This design comes from an exercise in tuning for small area on the open sky130 flow, not from production work.
The RTL was checked by simulation tests, not by an equivalence proof against the original design.
Power is estimated from default activity; no workload was simulated. No driver is modelled on the clock port, so clocking that relies on it looks cheaper here than on a real chip.

==> build 34: inputs <==
## bf_loader
module bf_loader #(
    parameter int MAX_LEN = 255
) (
    input  logic       clk,
    input  logic       nrst,
    input  logic [7:0] h_data,
    input  logic       h_valid,
    input  logic       h_last,
    output logic       h_ready,
    output logic [7:0] p_data,
    output logic       p_valid,
    input  logic       p_ack,
    output logic       p_start,
    input  logic       p_ready,
    output logic       busy,
    output logic       err,
    output logic [1:0] err_code
);
==> module bf_loader, before the edit <==
module bf_loader #(
    parameter int MAX_LEN = 255
) (
    input  logic       clk,
    input  logic       nrst,
    input  logic [7:0] h_data,
    input  logic       h_valid,
    input  logic       h_last,
    output logic       h_ready,
    output logic [7:0] p_data,
    output logic       p_valid,
    input  logic       p_ack,
    output logic       p_start,
    input  logic       p_ready,
    output logic       busy,
    output logic       err,
    output logic [1:0] err_code
);
    typedef enum logic [2:0] {
        S_CAPTURE, S_CHECK, S_WAIT_RDY, S_STREAM, S_TERM, S_START, S_RUN_WAIT, S_RUN
    } state_t;
    state_t     state_q, state_d;
    logic [7:0] free_q, free_d;
    logic [7:0] depth_q, depth_d;
    logic [4-1:0] ph_q, ph_d;
    logic [1:0] err_code_q, err_code_d;
    logic [3*242-1:0] buf_q;
    logic [2:0]       side_q [0:13-1];
    logic [2:0]       rd_code, tap;
    logic             wr, shift;
    logic       is_cmd, bad_prog;
    assign bad_prog = ph_q[0] || (depth_q != 8'd0);
    always_comb begin
        case (h_data)
            8'h2B, 8'h2D, 8'h3C, 8'h3E, 8'h5B, 8'h5D, 8'h2E, 8'h2C: is_cmd = 1'b1;
            default:                                                 is_cmd = 1'b0;
        endcase
    end
    always_ff @(posedge clk) begin
        if (!nrst) begin
            state_q    <= S_CAPTURE;
            free_q     <= 8'd255;
            depth_q    <= 8'd0;
            ph_q       <= '0;
            err_code_q <= 2'd0;
        end else begin
            state_q    <= state_d;
            free_q     <= free_d;
            depth_q    <= depth_d;
            ph_q       <= ph_d;
            err_code_q <= err_code_d;
        end
    end
    always_ff @(posedge clk) begin
        if (shift) buf_q <= {h_data[4], h_data[1], h_data[0], buf_q[3*242-1:3]};
        for (int j = 0; j < 13; j++)
            if (wr && free_q == 8'(255 - j)) side_q[j] <= {h_data[4], h_data[1], h_data[0]};
    end
    logic [2:0] tap0 [0:15];
    logic [2:0] tap1 [0:3];
    logic [2:0] tap2 [0:0];
    always_comb begin
        for (int g = 0; g < 16; g++) tap0[g] = (g < 16) ? buf_q[48*g +: 3] : 3'd0;
        for (int g = 0; g < 4; g++) tap1[g] = tap0[4*g + depth_q[1:0]];
        for (int g = 0; g < 1; g++) tap2[g] = tap1[4*g + depth_q[3:2]];
    end
    assign tap = tap2[0];
    always_comb begin
        case (ph_q)
            4'd0: rd_code = side_q[0];
            4'd1: rd_code = side_q[1];
            4'd2: rd_code = side_q[2];
            4'd3: rd_code = side_q[3];
            4'd4: rd_code = side_q[4];
            4'd5: rd_code = side_q[5];
            4'd6: rd_code = side_q[6];
            4'd7: rd_code = side_q[7];
            4'd8: rd_code = side_q[8];
            4'd9: rd_code = side_q[9];
            4'd10: rd_code = side_q[10];
            4'd11: rd_code = side_q[11];
            4'd12: rd_code = side_q[12];
            default: rd_code = tap;
        endcase
    end
    always_comb begin
        state_d = state_q;
        case (state_q)
            S_CAPTURE:  if (h_valid && h_last) state_d = S_CHECK;
            S_CHECK:    state_d = bad_prog ? S_CAPTURE : S_WAIT_RDY;
            S_WAIT_RDY: if (p_ready) state_d = (free_q == 8'd255) ? S_TERM : S_STREAM;
            S_STREAM:   if (p_ack && free_q == 8'd254) state_d = S_TERM;
            S_TERM:     if (p_ack) state_d = S_START;
            S_START:    state_d = S_RUN_WAIT;
            S_RUN_WAIT: if (!p_ready) state_d = S_RUN;
            S_RUN:      if (p_ready) state_d = S_CAPTURE;
            default:    state_d = S_CAPTURE;
        endcase
    end
    always_comb begin
        free_d     = free_q;
        depth_d    = depth_q;
        ph_d       = ph_q;
        err_code_d = err_code_q;
        wr         = 1'b0;
        shift      = 1'b0;
        case (state_q)
            S_CAPTURE: begin
                if (h_valid) begin
                    err_code_d = 2'd0;
                    if (is_cmd) begin
                        if (free_q != 8'd0) begin
                            wr     = 1'b1;
                            shift  = 1'b1;
                            free_d = free_q - 8'd1;
                        end else begin
                            ph_d = 'd1;
                        end
                    end
                    if (h_data == 8'h5B) begin
                        if (depth_q != 8'hFF) depth_d = depth_q + 8'd1;
                    end else if (h_data == 8'h5D) begin
                        depth_d = depth_q - 8'd1;
                    end
                end
            end
            S_CHECK: begin
                if (bad_prog) begin
                    err_code_d = ph_q[0] ? 2'd2 : 2'd1;
                    free_d     = 8'd255;
                    depth_d    = 8'd0;
                    ph_d       = '0;
                end else begin
                    shift   = (free_q[4-1:0] != '0);
                    depth_d = {free_q[4-1:0] - 4'(shift), free_q[7:4]};
                end
            end
            S_WAIT_RDY: begin
                if (depth_q[7:8-4] != '0) begin
                    shift            = 1'b1;
                    depth_d[7:8-4] = depth_q[7:8-4] - 4'd1;
                end
            end
            S_STREAM: begin
                if (depth_q[7:8-4] != '0) begin
                    shift            = 1'b1;
                    depth_d[7:8-4] = depth_q[7:8-4] - 4'd1;
                end
                if (p_ack) begin
                    free_d = free_q + 8'd1;
                    if (ph_q == 4'd13) shift = 1'b1;
                    else                ph_d  = ph_q + 4'd1;
                end
            end
            S_START: begin
                depth_d = 8'd0;
                ph_d    = '0;
            end
            default: ;
        endcase
    end
    always_comb begin
        h_ready  = 1'b0;
        p_data   = 8'h00;
        p_valid  = 1'b0;
        p_start  = 1'b0;
        busy     = 1'b0;
        err      = 1'b0;
        err_code = 2'd0;
        if (nrst) begin
            busy     = (state_q != S_CAPTURE);
            err      = |err_code_q;
            err_code = err_code_q;
            case (state_q)
                S_CAPTURE: h_ready = 1'b1;
                S_STREAM: begin
                    p_valid = 1'b1;
                    p_data  = {1'b0, rd_code[2] & rd_code[0], ~(rd_code[2] & rd_code[0]),
                               rd_code[2], 1'b1, ~(rd_code[1] & rd_code[0]),
                               rd_code[1], rd_code[0]};
                end
                S_TERM:  p_valid = 1'b1;
                S_START: p_start = 1'b1;
                S_RUN: begin
                    p_data  = h_data;
                    p_valid = h_valid && !p_ready;
                    h_ready = p_ack && !p_ready;
                end
                default: ;
            endcase
        end
    end
endmodule
export LEC_CHECK = 0
export CAP_MARGIN = 20
export CORE_MARGIN = 2
export CORE_UTILIZATION = 65
export CTS_BUF_LIST = sky130_fd_sc_hd__clkbuf_16
export CTS_CLUSTER_DIAMETER = 100
export CTS_CLUSTER_SIZE = 30
export SLEW_MARGIN = 20
create_clock -name core_clock -period 10.0 [get_ports {clk}]
standard.sh (not shown) runs the stock make flow with config.mk's settings and CLKGATE_MAP_FILE= SYNTH_SCRIPT=/design/flow/synth_recipe.tcl, a recipe that flattens the netlist after the stock synthesis.
==> flow/flow/run.sh <==
#!/bin/bash
set -euo pipefail
export BUFFER_PORTS_ARGS="-buffer_cell sky130_fd_sc_hd__buf_1"
export CTS_ARGS="-sink_clustering_enable -repair_clock_nets -sink_clustering_size 30 -sink_clustering_max_diameter 100 -buf_list sky130_fd_sc_hd__clkbuf_16 -dont_use_dummy_load"
bash standard.sh synth > synth.log 2>&1
bash standard.sh finish > layout.log 2>&1
==> inputs of trial 4, as changes to build 34 <==
==> flow/design.v (replaced) <==
`timescale 1ns/1ps
module bf_loader #(
    parameter int MAX_LEN = 255
) (
    input  logic       clk,
    input  logic       nrst,
    input  logic [7:0] h_data,
    input  logic       h_valid,
    input  logic       h_last,
    output logic       h_ready,
    output logic [7:0] p_data,
    output logic       p_valid,
    input  logic       p_ack,
    output logic       p_start,
    input  logic       p_ready,
    output logic       busy,
    output logic       err,
    output logic [1:0] err_code
);
    typedef enum logic [2:0] {
        S_CAPTURE, S_CHECK, S_WAIT_RDY, S_STREAM, S_TERM, S_START, S_RUN_WAIT, S_RUN
    } state_t;
    state_t     state_q, state_d;
    logic [6:0] free_q, free_d;
    logic [1:0] free_r, free_rd;
    logic [7:0] depth_q, depth_d;
    logic [1:0] err_code_q, err_code_d;
    logic [3*255-1:0] buf_q;
    logic [2:0]       rd_code;
    logic             shift;
    logic       is_cmd, bad_prog, toolong, full, empty, last_cmd;
    assign toolong  = (free_r == 2'd3);
    assign bad_prog = toolong || (depth_q != 8'd0);
    assign full     = (free_q == 7'd0) && (free_r[1] == free_r[0]);
    assign empty    = (free_q == 7'd85) && (free_r == 2'd0);
    assign last_cmd = (free_q == 7'd84) && (free_r == 2'd2);
    always_comb begin
        case (h_data)
            8'h2B, 8'h2D, 8'h3C, 8'h3E, 8'h5B, 8'h5D, 8'h2E, 8'h2C: is_cmd = 1'b1;
            default:                                                 is_cmd = 1'b0;
        endcase
    end
    always_ff @(posedge clk) begin
        if (!nrst) begin
            state_q    <= S_CAPTURE;
            free_q     <= 7'd85;
            free_r     <= 2'd0;
            depth_q    <= 8'd0;
            err_code_q <= 2'd0;
        end else begin
            state_q    <= state_d;
            free_q     <= free_d;
            free_r     <= free_rd;
            depth_q    <= depth_d;
            err_code_q <= err_code_d;
        end
    end
    always_ff @(posedge clk) begin
        if (shift) buf_q <= {h_data[4], h_data[1], h_data[0], buf_q[3*255-1:3]};
    end
    logic [2:0] tap0 [0:127];
    logic [2:0] tap1 [0:31];
    logic [2:0] tap2 [0:7];
    logic [2:0] tap3 [0:1];
    always_comb begin
        for (int g = 0; g < 128; g++) tap0[g] = (g < 85) ? buf_q[9*g +: 3] : 3'b000;
        for (int g = 0; g < 32; g++)  tap1[g] = tap0[4*g + depth_q[1:0]];
        for (int g = 0; g < 8; g++)   tap2[g] = tap1[4*g + depth_q[3:2]];
        for (int g = 0; g < 2; g++)   tap3[g] = tap2[4*g + depth_q[5:4]];
    end
    assign rd_code = tap3[depth_q[6]];
    always_comb begin
        state_d = state_q;
        case (state_q)
            S_CAPTURE:  if (h_valid && h_last) state_d = S_CHECK;
            S_CHECK:    state_d = bad_prog ? S_CAPTURE : S_WAIT_RDY;
            S_WAIT_RDY: if (p_ready) state_d = empty ? S_TERM : S_STREAM;
            S_STREAM:   if (p_ack && last_cmd) state_d = S_TERM;
            S_TERM:     if (p_ack) state_d = S_START;
            S_START:    state_d = S_RUN_WAIT;
            S_RUN_WAIT: if (!p_ready) state_d = S_RUN;
            S_RUN:      if (p_ready) state_d = S_CAPTURE;
            default:    state_d = S_CAPTURE;
        endcase
    end
    always_comb begin
        free_d     = free_q;
        free_rd    = free_r;
        depth_d    = depth_q;
        err_code_d = err_code_q;
        shift      = 1'b0;
        case (state_q)
            S_CAPTURE: begin
                if (h_valid) begin
                    err_code_d = 2'd0;
                    if (is_cmd) begin
                        if (!full) begin
                            shift = 1'b1;
                            if (free_r == 2'd0) begin
                                free_rd = 2'd2;
                                free_d  = free_q - 7'd1;
                            end else begin
                                free_rd = free_r - 2'd1;
                            end
                        end else begin
                            free_rd = 2'd3;
                        end
                    end
                    if (h_data == 8'h5B) begin
                        if (depth_q != 8'hFF) depth_d = depth_q + 8'd1;
                    end else if (h_data == 8'h5D) begin
                        depth_d = depth_q - 8'd1;
                    end
                end
            end
            S_CHECK: begin
                if (bad_prog) begin
                    err_code_d = toolong ? 2'd2 : 2'd1;
                    free_d     = 7'd85;
                    free_rd    = 2'd0;
                    depth_d    = 8'd0;
                end else begin
                    shift   = (free_r != 2'd0);
                    depth_d = {free_r == 2'd2, free_q};
                end
            end
            S_WAIT_RDY: begin
                if (depth_q[7]) begin
                    shift      = 1'b1;
                    depth_d[7] = 1'b0;
                end
            end
            S_STREAM: begin
                if (p_ack) begin
                    shift = 1'b1;
                    if (free_r == 2'd2) begin
                        free_rd = 2'd0;
                        free_d  = free_q + 7'd1;
                    end else begin
                        free_rd = free_r + 2'd1;
                    end
                end
            end
            S_START: depth_d = 8'd0;
            default: ;
        endcase
    end
    always_comb begin
        h_ready  = 1'b0;
        p_data   = 8'h00;
        p_valid  = 1'b0;
        p_start  = 1'b0;
        busy     = 1'b0;
        err      = 1'b0;
        err_code = 2'd0;
        if (nrst) begin
            busy     = (state_q != S_CAPTURE);
            err      = |err_code_q;
            err_code = err_code_q;
            case (state_q)
                S_CAPTURE: h_ready = 1'b1;
                S_STREAM: begin
                    p_valid = 1'b1;
                    p_data  = {1'b0, rd_code[2] & rd_code[0], ~(rd_code[2] & rd_code[0]),
                               rd_code[2], 1'b1, ~(rd_code[1] & rd_code[0]),
                               rd_code[1], rd_code[0]};
                end
                S_TERM:  p_valid = 1'b1;
                S_START: p_start = 1'b1;
                S_RUN: begin
                    p_data  = h_data;
                    p_valid = h_valid && !p_ready;
                    h_ready = p_ack && !p_ready;
                end
                default: ;
            endcase
        end
    end
endmodule
==> flow/run.sh (new file) <==
#!/bin/bash
# synth_recipe.tcl (not shown) runs the flow's synth.tcl, then flattens the netlist and writes it again
# the make line also repeats each setting of config.mk as NAME=value (left out here)
make -C /OpenROAD-flow-scripts/flow DESIGN_CONFIG=/design/flow/config.mk WORK_HOME=/design/flow/orfs CLKGATE_MAP_FILE= SYNTH_SCRIPT=/design/flow/synth_recipe.tcl finish
removed: flow/flow/run.sh
removed: flow/standard.sh
==> notes.md <==
| Item | Value |
|---|---|
| Post-route setup slack | 4285 ps |
| Largest registers | buf_q: 726 flops, side_q: 39 flops |
| Detailed router's first-iteration violation count | 1,002 |
| Worst r2r path cells | 6 |
| Synthesized-area fraction occupied by ao, oa, aoi and oai cells | 3.554% |
| Number of standard-cell rows in the floorplan | 73 |
| Largest register FFs | 726 |
| Total stage count of the critical path | 9 |
| Power Total | 0.008715 W |
| Top Layer Used | met5 |
| Peak clock frequency supported by timing | 0.1750 GHz |
| First-pass GRT wire length | 55,760 µm |
| Layout non-clock buf frac | 0.8012% |
| Antenna violations before repair | 3 |
| Fraction of area in registers | 84.44% |
| Number of cells produced by synthesis | 1,208 |
| Syn nets | 1,244 |
| Seq cells | 790 |
| Result of the run | finished clean |
| R2R Path Start | depth_q[2]$_SDFFE_PN0P_ |
-- figures above: build 34

==> notes.md <==
| Item | Value |
|---|---|
| Syn nets | 1,285 |
| Seq cells | 787 |
| Largest registers | buf_q: 765 flops, depth_q: 8 flops, free_q: 7 flops |
| First-pass GRT wire length | 63,170 µm |
| Post-route setup slack | 3528 ps |
| Layout non-clock buf frac | 1.412% |
| Synthesized-area fraction occupied by ao, oa, aoi and oai cells | 3.595% |
| Peak clock frequency supported by timing | 0.1545 GHz |
| Result of the run | finished clean |
| Worst r2r path cells | 7 |
| Number of standard-cell rows in the floorplan | 75 |
| Number of cells produced by synthesis | 1,254 |
| R2R Path Start | depth_q[5]$_SDFFE_PN0P_ |
| Power Total | 0.005932 W |
| Layout overhead on the synthesized area | 6.107% |
| Antenna violations before repair | 0 |
| Clock buffers and inverters, area share | 2.914% |
| Top Layer Used | met4 |
| Fraction of area in registers | 80.58% |
| Detailed router's first-iteration violation count | 1,218 |
| Largest register FFs | 765 |
-- figures above: trial 4


* * *

==> inputs of build 28 <==
bf_loader, a different RTL version from the one above (not shown whole).
==> module bf_loader, before the edit <==
module bf_loader #(
    parameter int MAX_LEN = 255
) (
    input  logic       clk,
    input  logic       nrst,
    input  logic [7:0] h_data,
    input  logic       h_valid,
    input  logic       h_last,
    output logic       h_ready,
    output logic [7:0] p_data,
    output logic       p_valid,
    input  logic       p_ack,
    output logic       p_start,
    input  logic       p_ready,
    output logic       busy,
    output logic       err,
    output logic [1:0] err_code
);
    localparam int AW = (MAX_LEN > 1) ? $clog2(MAX_LEN) : 1;
    localparam logic [7:0] MAX_LEN_B = 8'(MAX_LEN);
    typedef enum logic [2:0] {
        S_CAPTURE, S_CHECK, S_WAIT_RDY, S_STREAM, S_TERM, S_START, S_RUN_WAIT, S_RUN
    } state_t;
    state_t     state_q, state_d;
    logic [7:0] len_q, len_d;
    logic [7:0] idx_q, idx_d;
    logic [7:0] depth_q, depth_d;
    logic       toolong_q, toolong_d;
    logic       unbal_q, unbal_d;
    logic       err_q, err_d;
    logic [1:0] err_code_q, err_code_d;
    logic [7:0] mem_q [0:MAX_LEN-1];
    logic [7:0] rd_data_q;
    logic       mem_we;
    logic       host_xfer, core_xfer, is_cmd, bad_prog;
    assign host_xfer = h_valid && h_ready;
    assign core_xfer = p_valid && p_ack;
    assign bad_prog  = toolong_q || unbal_q || (depth_q != 8'd0);
    always_comb begin
        case (h_data)
            8'h2B, 8'h2D, 8'h3C, 8'h3E, 8'h5B, 8'h5D, 8'h2E, 8'h2C: is_cmd = 1'b1;
            default:                                                 is_cmd = 1'b0;
        endcase
    end
    always_ff @(posedge clk) begin
        if (!nrst) begin
            state_q    <= S_CAPTURE;
            len_q      <= 8'd0;
            idx_q      <= 8'd0;
            depth_q    <= 8'd0;
            toolong_q  <= 1'b0;
            unbal_q    <= 1'b0;
            err_q      <= 1'b0;
            err_code_q <= 2'd0;
        end else begin
            state_q    <= state_d;
            len_q      <= len_d;
            idx_q      <= idx_d;
            depth_q    <= depth_d;
            toolong_q  <= toolong_d;
            unbal_q    <= unbal_d;
            err_q      <= err_d;
            err_code_q <= err_code_d;
        end
    end
    always_ff @(posedge clk) begin
        if (mem_we) begin
            mem_q[len_q[AW-1:0]] <= h_data;
        end
        rd_data_q <= mem_q[idx_d[AW-1:0]];
    end
    always_comb begin
        state_d = state_q;
        case (state_q)
            S_CAPTURE:  if (host_xfer && h_last) state_d = S_CHECK;
            S_CHECK:    state_d = bad_prog ? S_CAPTURE : S_WAIT_RDY;
            S_WAIT_RDY: if (p_ready) state_d = (len_q == 8'd0) ? S_TERM : S_STREAM;
            S_STREAM:   if (core_xfer && (idx_q == len_q - 8'd1)) state_d = S_TERM;
            S_TERM:     if (core_xfer) state_d = S_START;
            S_START:    state_d = S_RUN_WAIT;
            S_RUN_WAIT: if (!p_ready) state_d = S_RUN;
            S_RUN:      if (p_ready) state_d = S_CAPTURE;
            default:    state_d = S_CAPTURE;
        endcase
    end
    always_comb begin
        len_d      = len_q;
        idx_d      = idx_q;
        depth_d    = depth_q;
        toolong_d  = toolong_q;
        unbal_d    = unbal_q;
        err_d      = err_q;
        err_code_d = err_code_q;
        mem_we     = 1'b0;
        case (state_q)
            S_CAPTURE: begin
                if (host_xfer) begin
                    err_d      = 1'b0;
                    err_code_d = 2'd0;
                    if (is_cmd) begin
                        if (len_q < MAX_LEN_B) begin
                            mem_we = 1'b1;
                            len_d  = len_q + 8'd1;
                        end else begin
                            toolong_d = 1'b1;
                        end
                    end
                    if (h_data == 8'h5B && depth_q != 8'hFF) begin
                        depth_d = depth_q + 8'd1;
                    end else if (h_data == 8'h5D) begin
                        if (depth_q == 8'd0) unbal_d = 1'b1;
                        else                 depth_d = depth_q - 8'd1;
                    end
                end
            end
            S_CHECK: begin
                if (bad_prog) begin
                    err_d      = 1'b1;
                    err_code_d = toolong_q ? 2'd2 : 2'd1;
                    len_d      = 8'd0;
                    depth_d    = 8'd0;
                    toolong_d  = 1'b0;
                    unbal_d    = 1'b0;
                end
            end
            S_WAIT_RDY: idx_d = 8'd0;
            S_STREAM:   if (core_xfer) idx_d = idx_q + 8'd1;
            S_RUN: begin
                if (p_ready) begin
                    len_d     = 8'd0;
                    depth_d   = 8'd0;
                    toolong_d = 1'b0;
                    unbal_d   = 1'b0;
                end
            end
            default: ;
        endcase
    end
    always_comb begin
        h_ready  = 1'b0;
        p_data   = 8'h00;
        p_valid  = 1'b0;
        p_start  = 1'b0;
        busy     = 1'b0;
        err      = 1'b0;
        err_code = 2'd0;
        if (nrst) begin
            busy     = (state_q != S_CAPTURE);
            err      = err_q;
            err_code = err_code_q;
            case (state_q)
                S_CAPTURE: h_ready = 1'b1;
                S_STREAM: begin
                    p_valid = 1'b1;
                    p_data  = rd_data_q;
                end
                S_TERM:  p_valid = 1'b1;
                S_START: p_start = 1'b1;
                S_RUN: begin
                    p_data  = h_data;
                    p_valid = h_valid && !p_ready;
                    h_ready = p_ack && !p_ready;
                end
                default: ;
            endcase
        end
    end
endmodule
export LEC_CHECK = 0
export CAP_MARGIN = 20
export CORE_MARGIN = 2
export CORE_UTILIZATION = 40
export SLEW_MARGIN = 20
create_clock -name core_clock -period 10.0 [get_ports {clk}]
run.sh (not shown) runs the stock make flow with config.mk's settings and CLKGATE_MAP_FILE= SYNTH_SCRIPT=/design/flow/synth_recipe.tcl, a recipe that flattens the netlist after the stock synthesis.
Stock flow here: none of the scripts above is used.
==> trial 68 (differences from build 28) <==
==> flow/design.v (replaced) <==
`timescale 1ns/1ps
module bf_loader #(
    parameter int MAX_LEN = 255
) (
    input  logic       clk,
    input  logic       nrst,
    input  logic [7:0] h_data,
    input  logic       h_valid,
    input  logic       h_last,
    output logic       h_ready,
    output logic [7:0] p_data,
    output logic       p_valid,
    input  logic       p_ack,
    output logic       p_start,
    input  logic       p_ready,
    output logic       busy,
    output logic       err,
    output logic [1:0] err_code
);
    typedef enum logic [2:0] {
        S_CAPTURE, S_CHECK, S_WAIT_RDY, S_STREAM, S_TERM, S_START, S_RUN_WAIT, S_RUN
    } state_t;
    state_t     state_q, state_d;
    logic [7:0] free_q, free_d;
    logic [7:0] depth_q, depth_d;
    logic       flag_q, flag_d;
    logic [1:0] err_code_q, err_code_d;
    logic [3*254-1:0] buf_q;
    logic [2:0]       first_q;
    logic [2:0]       rd_code;
    logic             wr, shift;
    logic       is_cmd, bad_prog;
    assign bad_prog = flag_q || (depth_q != 8'd0);
    always_comb begin
        case (h_data)
            8'h2B, 8'h2D, 8'h3C, 8'h3E, 8'h5B, 8'h5D, 8'h2E, 8'h2C: is_cmd = 1'b1;
            default:                                                 is_cmd = 1'b0;
        endcase
    end
    always_ff @(posedge clk) begin
        if (!nrst) begin
            state_q    <= S_CAPTURE;
            free_q     <= 8'd255;
            depth_q    <= 8'd0;
            flag_q     <= 1'b0;
            err_code_q <= 2'd0;
        end else begin
            state_q    <= state_d;
            free_q     <= free_d;
            depth_q    <= depth_d;
            flag_q     <= flag_d;
            err_code_q <= err_code_d;
        end
    end
    always_ff @(posedge clk) begin
        if (shift) buf_q <= {h_data[4], h_data[1], h_data[0], buf_q[3*254-1:3]};
        if (wr && free_q == 8'd255) first_q <= {h_data[4], h_data[1], h_data[0]};
    end
    logic [2:0] tap0 [0:63];
    logic [2:0] tap1 [0:15];
    logic [2:0] tap2 [0:3];
    logic [2:0] tap3;
    always_comb begin
        for (int g = 0; g < 64; g++) tap0[g] = buf_q[12*g +: 3];
        for (int g = 0; g < 16; g++) tap1[g] = tap0[4*g + depth_q[1:0]];
        for (int g = 0; g < 4; g++)  tap2[g] = tap1[4*g + depth_q[3:2]];
        tap3 = tap2[depth_q[5:4]];
    end
    assign rd_code = flag_q ? first_q : tap3;
    always_comb begin
        state_d = state_q;
        case (state_q)
            S_CAPTURE:  if (h_valid && h_last) state_d = S_CHECK;
            S_CHECK:    state_d = bad_prog ? S_CAPTURE : S_WAIT_RDY;
            S_WAIT_RDY: if (p_ready) state_d = (free_q == 8'd255) ? S_TERM : S_STREAM;
            S_STREAM:   if (p_ack && free_q == 8'd254) state_d = S_TERM;
            S_TERM:     if (p_ack) state_d = S_START;
            S_START:    state_d = S_RUN_WAIT;
            S_RUN_WAIT: if (!p_ready) state_d = S_RUN;
            S_RUN:      if (p_ready) state_d = S_CAPTURE;
            default:    state_d = S_CAPTURE;
        endcase
    end
    always_comb begin
        free_d     = free_q;
        depth_d    = depth_q;
        flag_d     = flag_q;
        err_code_d = err_code_q;
        wr         = 1'b0;
        shift      = 1'b0;
        case (state_q)
            S_CAPTURE: begin
                if (h_valid) begin
                    err_code_d = 2'd0;
                    if (is_cmd) begin
                        if (free_q != 8'd0) begin
                            wr     = 1'b1;
                            shift  = 1'b1;
                            free_d = free_q - 8'd1;
                        end else begin
                            flag_d = 1'b1;
                        end
                    end
                    if (h_data == 8'h5B) begin
                        if (depth_q != 8'hFF) depth_d = depth_q + 8'd1;
                    end else if (h_data == 8'h5D) begin
                        depth_d = depth_q - 8'd1;
                    end
                end
            end
            S_CHECK: begin
                if (bad_prog) begin
                    err_code_d = flag_q ? 2'd2 : 2'd1;
                    free_d     = 8'd255;
                    depth_d    = 8'd0;
                    flag_d     = 1'b0;
                end else begin
                    flag_d  = 1'b1;
                    shift   = (free_q[1:0] != 2'd0);
                    depth_d = {free_q[1:0] - {1'b0, shift}, free_q[7:2]};
                end
            end
            S_WAIT_RDY: begin
                if (depth_q[7:6] != 2'd0) begin
                    shift        = 1'b1;
                    depth_d[7:6] = depth_q[7:6] - 2'd1;
                end
            end
            S_STREAM: begin
                if (depth_q[7:6] != 2'd0) begin
                    shift        = 1'b1;
                    depth_d[7:6] = depth_q[7:6] - 2'd1;
                end
                if (p_ack) begin
                    free_d = free_q + 8'd1;
                    flag_d = 1'b0;
                    if (!flag_q) shift = 1'b1;
                end
            end
            S_START: begin
                depth_d = 8'd0;
                flag_d  = 1'b0;
            end
            default: ;
        endcase
    end
    always_comb begin
        h_ready  = 1'b0;
        p_data   = 8'h00;
        p_valid  = 1'b0;
        p_start  = 1'b0;
        busy     = 1'b0;
        err      = 1'b0;
        err_code = 2'd0;
        if (nrst) begin
            busy     = (state_q != S_CAPTURE);
            err      = |err_code_q;
            err_code = err_code_q;
            case (state_q)
                S_CAPTURE: h_ready = 1'b1;
                S_STREAM: begin
                    p_valid = 1'b1;
                    p_data  = {1'b0, rd_code[2] & rd_code[0], ~(rd_code[2] & rd_code[0]),
                               rd_code[2], 1'b1, ~(rd_code[1] & rd_code[0]),
                               rd_code[1], rd_code[0]};
                end
                S_TERM:  p_valid = 1'b1;
                S_START: p_start = 1'b1;
                S_RUN: begin
                    p_data  = h_data;
                    p_valid = h_valid && !p_ready;
                    h_ready = p_ack && !p_ready;
                end
                default: ;
            endcase
        end
    end
endmodule
Settings changed: CORE_UTILIZATION 40 to 65, CTS_BUF_LIST from default to sky130_fd_sc_hd__clkbuf_16, CTS_CLUSTER_DIAMETER from default to 100, CTS_CLUSTER_SIZE from default to 30.
==> notes.md <==
- In clock power, build 28 is at 5.4 times the value of trial 68.
- Sequential share of layout area: trial 68 is higher than build 28 (17 points).
- In build 28 the power is larger than in trial 68, by about 90%.
- In build 28 the sequential power is higher than in trial 68, by 54%.
- The final cell count of build 28 is 5.3 times that of trial 68.
- In die area, build 28 is at 5.0 times the value of trial 68.
==> figures <==
Share of the core filled with cells in the final layout: build 28 0.448; trial 68 0.700
P_clk: build 28 7.79 mW; trial 68 1.45 mW
Clock Sinks: build 28 2080; trial 68 787
Critical path's largest stage delay: build 28 0.68 ns; trial 68 1.05 ns
Sequential share of power: build 28 0.545; trial 68 0.654
Vias in the first global route: build 28 50800; trial 68 9850
Final HPWL from detailed placement: build 28 151000 um; trial 68 21300 um
Capture endpoint of the worst hold path: build 28 unbal_q; trial 68 buf_q[400]
Initial DRT Pass Iterations: build 28 8; trial 68 5
Vertical die dimension: build 28 465 um; trial 68 207 um
Register-to-Register Path Depth: build 28 10; trial 68 8
Die width: build 28 465 um; trial 68 207 um
Run status: build 28 finished clean; trial 68 finished clean

[what the ideal ports hide]
In the flow no input, the clock included, has a driving cell. The finished layouts below were timed again as built, in two steps. Step 1: set_driving_cell puts a clkbuf_16 on clk and a buf_2 on each other input, an assumption about the parent block. Step 2 adds t to the input delays and takes it off the output delays; t is the mean of the earliest and latest rising clock arrival at the registers after step 1. Input paths then give back, and output paths get back, about the clock's delay inside the block. Slacks: ideal / step 1 / step 2; pairs: ideal / step 1.
| run | t, ns | setup slack, ns | latest minus earliest clock arrival (ns) |
|---|---|---|---|
| build 34 | 0.631 | 4.285 / 4.230 / 4.177 | 0.069 / 0.069 |
| trial 4 | 0.659 | 3.528 / 3.472 / 3.883 | 0.027 / 0.027 |
| build 28 | 0.948 | 3.390 / 3.367 / 2.802 | 0.058 / 0.057 |
| trial 68 | 0.663 | 3.248 / 3.224 / 3.224 | 0.036 / 0.035 |
After both steps setup and hold are still met in every run listed. The setup slack of build 28, which loses most, moves by -0.023 ns with the drivers and by -0.588 ns with both steps.
